This is an optimization exercise on Yosys and OpenROAD, whose aim is small area and a short achievable clock period, not a production implementation.
Function was checked by simulation only, so behaviour that the tests miss may differ from the original.
The clock port is modelled as an ideal driver, which makes a skipped or thinned clock tree look cheaper than it is; a real chip needs a root buffer or a tree.
Power is estimated from default activity; no workload was simulated.

// vga_top
module vga_top (
  input  logic              clk_vga,
  input  logic              rst_n,
  input  logic              write_strobe,
  input  logic [11:0]   write_x,
  input  logic [11:0]   write_y,
  input  logic [2:0] write_palette,
  input  logic [5:0]   night_rate,
  output logic              write_busy,
  output logic              rst_screen,
  output logic              hsync,
  output logic              vsync,
  output logic              data_enable,
  output logic [7:0]    red,
  output logic [7:0]    green,
  output logic [7:0]    blue
);
For scale: ~7500 cells after synthesis, about 65 I/O pins, roughly 0.094 sq mm of cells after synthesis.
Settings: LEC_CHECK=0, CAP_MARGIN=20, CORE_MARGIN=2, CORE_UTILIZATION=60, CTS_CLUSTER_DIAMETER=60, CTS_CLUSTER_SIZE=30, PLACE_DENSITY=0.7, SETUP_SLACK_MARGIN=4.2, SLEW_MARGIN=20; clock period 6.5 ns.
run.sh (not shown) runs the stock make flow with config.mk's settings and CLKGATE_MAP_FILE= SYNTH_SCRIPT=/design/flow/synth_recipe.tcl, a recipe that flattens the netlist after the stock synthesis.
Rerun with:
--- a/flow/config.mk
+++ b/flow/config.mk
@@ -10,2 +10,2 @@
-export CORE_UTILIZATION = 60
-export CTS_CLUSTER_DIAMETER = 60
+export CORE_UTILIZATION = 45
+export CTS_CLUSTER_DIAMETER = 100
@@ -13,2 +13,2 @@
-export PLACE_DENSITY = 0.7
-export SETUP_SLACK_MARGIN = 4.2
+export PLACE_DENSITY = 0.6
+export SETUP_SLACK_MARGIN = 4.0
Outcome:
- The new run went through all stages and came out clean
- sequential cell count stays the same
- count of clock-buffer cells in the layout decreases by 32
- global-route usage falls by 5.4 points
- clock skew went down by 11 ps
- via count is lower by 2.0%
- first-iteration DRC count shrinks by 10%
- cell area drops by 1.6%
- final cell count is higher by 5.3%
Rerun with:
--- a/flow/config.mk
+++ b/flow/config.mk
@@ -10,5 +10,2 @@
-export CORE_UTILIZATION = 45
-export CTS_CLUSTER_DIAMETER = 100
-export CTS_CLUSTER_SIZE = 30
-export PLACE_DENSITY = 0.6
-export SETUP_SLACK_MARGIN = 4.0
+export CORE_UTILIZATION = 25
+export PLACE_DENSITY = 0.45
Worst setup slack degrades by 930 ps; core utilization went down by 19 points; routed wire length came out higher by 13%; global-route usage shrinks by 6.9 points.
Rerun with:
--- a/flow/config.mk
+++ b/flow/config.mk
@@ -10,2 +10,5 @@
-export CORE_UTILIZATION = 25
-export PLACE_DENSITY = 0.45
+export CORE_UTILIZATION = 70
+export CTS_CLUSTER_DIAMETER = 45
+export CTS_CLUSTER_SIZE = 35
+export PLACE_DENSITY = 0.8
+export SETUP_SLACK_MARGIN = 4.2
The changed run passed the timing, design-rule and antenna checks.
Design area came out lower by 7.6%.
Worst hold slack improves by 8.5 ps.
Wire length came out lower by 11%.

---

Another version of the RTL of vga_top (not shown whole).
Size in the first run: ~6700 cells after synthesis.
clock: 6.5 ns
lec_check: 0
cap_margin: 20
core_margin: 2
core_utilization: 55
place_density: 0.65
setup_slack_margin: 4.3
slew_margin: 20
synth_hierarchical: 1
synth_minimum_keep_size: 0
standard.sh (not shown) runs the stock make flow with config.mk's settings and CLKGATE_MAP_FILE= SYNTH_SCRIPT=/design/flow/synth_recipe.tcl, a recipe that flattens the netlist after the stock synthesis.
==> flow/flow/run.sh <==
#!/bin/bash
# Standard ORFS layout with these changes:
#  - flow/post_floorplan.tcl sizes the frame store's write muxes down to a22oi_1;
#  - flow/pre_cts.tcl builds the clock tree by hand (three levels: 4 clkinv_16 roots on
#    the clock port, 12 clkinv_16, about 136 clkbuf_16 leaves over k-means clusters of
#    the flip-flops)
#    in place of TritonCTS;
#  - the port buffers are buf_2.
set -euo pipefail
export POST_FLOORPLAN_TCL="$PWD/flow/post_floorplan.tcl"
export PRE_CTS_TCL="$PWD/flow/pre_cts.tcl"
# port buffers as buf_2 rather than the default (a delay cell)
export BUFFER_PORTS_ARGS="-inputs -outputs -buffer_cell sky130_fd_sc_hd__buf_2"
bash standard.sh > standard.log 2>&1
==> flow/flow/pre_cts.tcl <==
# Runs before CTS (PRE_CTS_TCL): builds a balanced three-level clock tree by hand (4 root
# clkinv_16 on the clock port, 12 middle clkinv_16, clkbuf_16 leaves), splits
# any leaf whose clock pins would see too slow a slew, and
# makes the standard repair_clock_inverters and clock_tree_synthesis calls no-ops; the rest of the CTS step
# (timing repair, legalisation) runs unchanged.
source [file join [file dirname [info script]] mycts.tcl]
manual_cts 136 12 4 sky130_fd_sc_hd__clkinv_16 sky130_fd_sc_hd__clkinv_16
split_slow_leaves 0.105 3
global_connect
set_propagated_clock [all_clocks]
# the roots and middle level are inverters: keep the CTS step's repair_clock_inverters,
# which runs next, from cloning them onto the clock port
rename repair_clock_inverters orfs_repair_clock_inverters_unused
proc repair_clock_inverters {args} {
  puts "clock tree already built by pre_cts.tcl; skipping repair_clock_inverters $args"
}
rename clock_tree_synthesis orfs_clock_tree_synthesis_unused
proc clock_tree_synthesis {args} {
  puts "clock tree already built by pre_cts.tcl; skipping clock_tree_synthesis $args"
}
Other scripts of this flow, unchanged in this note and not shown: flow/flow/mycts.tcl, flow/flow/post_floorplan.tcl
==> next run, changes <==
--- a/flow/flow/run.sh
+++ b/flow/flow/run.sh
@@ -4,3 +4,3 @@
 #  - flow/pre_cts.tcl builds the clock tree by hand (three levels: 4 clkinv_16 roots on
-#    the clock port, 12 clkinv_16, about 136 clkbuf_16 leaves over k-means clusters of
+#    the clock port, 20 clkinv_8, about 136 clkbuf_16 leaves over k-means clusters of
 #    the flip-flops)
--- a/flow/flow/pre_cts.tcl
+++ b/flow/flow/pre_cts.tcl
@@ -1,3 +1,3 @@
 # Runs before CTS (PRE_CTS_TCL): builds a balanced three-level clock tree by hand (4 root
-# clkinv_16 on the clock port, 12 middle clkinv_16, clkbuf_16 leaves), splits
+# clkinv_16 on the clock port, 20 middle clkinv_8, clkbuf_16 leaves), splits
 # any leaf whose clock pins would see too slow a slew, and
@@ -6,3 +6,3 @@
 source [file join [file dirname [info script]] mycts.tcl]
-manual_cts 136 12 4 sky130_fd_sc_hd__clkinv_16 sky130_fd_sc_hd__clkinv_16
+manual_cts 136 20 4 sky130_fd_sc_hd__clkinv_16 sky130_fd_sc_hd__clkinv_8
 split_slow_leaves 0.105 3
- SETUP_SLACK_MARGIN: 4.3 -> 4.45
Outcome: Total power goes down slightly. Via count goes down slightly. Worst setup slack gets better by 0.038 ns. Fmax goes up slightly. Flip-flop and latch count does not change. Core utilization barely changes. Cell area stays flat. Synthesized cell count does not change. Synthesized area does not change.
==> next run, changes <==
- CORE_UTILIZATION: 55 -> 65
- PLACE_DENSITY: 0.65 -> 0.72
- SETUP_SLACK_MARGIN: 4.45 -> 4.3
=>
- The changed run went through all stages and came out clean
- wire length drops by about 1.6%
- worst hold slack got worse by 0.041 ns
- design area drops by 0.67%
- utilization climbs by 9.7 points
- clock skew climbs by 0.028 ns
- setup slack hardly moves
- final cell count went down by 4.5%
==> next run, changes <==
- CORE_UTILIZATION: 65 -> 55
- PLACE_DENSITY: 0.72 -> 0.65
Die area rose by 18%.
Total power came out higher by 0.85%.
Sequential share of layout area goes down by 0.46 points.
Core utilization goes down by 9.8 points.
In every run of this note, the design's own scripts or RTL, not TritonCTS, make the clock network.

separate check: timing with driven ports:
Ports are ideal in the flow. The routed layouts listed here were re-timed in OpenROAD. Step 1 sets driving cells, clkbuf_16 on the clock port and buf_2 on the other inputs (assumed; they add their load-dependent delay and slew). Step 2, shift: input delay + t, output delay - t, t = (earliest + latest rising clock arrival at the registers) / 2. This alone moves slack from input paths to output paths. Three values: ideal, step 1, step 2; two values: the first two.
run | t, ns | setup slack, ns | worst data-port slew with drivers (ns)
the first run of note 1 | 0.873 | 3.859 / 3.787 / 3.580 | 0.12
the second run of note 1 | 0.889 | 3.892 / 3.806 / 3.514 | 0.06
the third run of note 1 | 0.990 | 2.965 / 2.866 / 3.123 | 0.07
the fourth run of note 1 | 0.926 | 3.872 / 3.790 / 3.559 | 0.12
the first run of note 2 | 0.722 | 4.233 / 3.934 / 4.025 | 0.07
the second run of note 2 | 0.742 | 4.271 / 3.971 / 4.021 | 0.05
the third run of note 2 | 0.708 | 4.268 / 3.985 / 3.977 | 0.06
the fourth run of note 2 | 0.745 | 4.258 / 3.934 / 4.060 | 0.07
After both steps setup and hold are still met in every run listed. For the second run of note 1, which loses most, drivers alone change the setup slack by -0.086 ns; drivers and shift together by -0.378 ns.
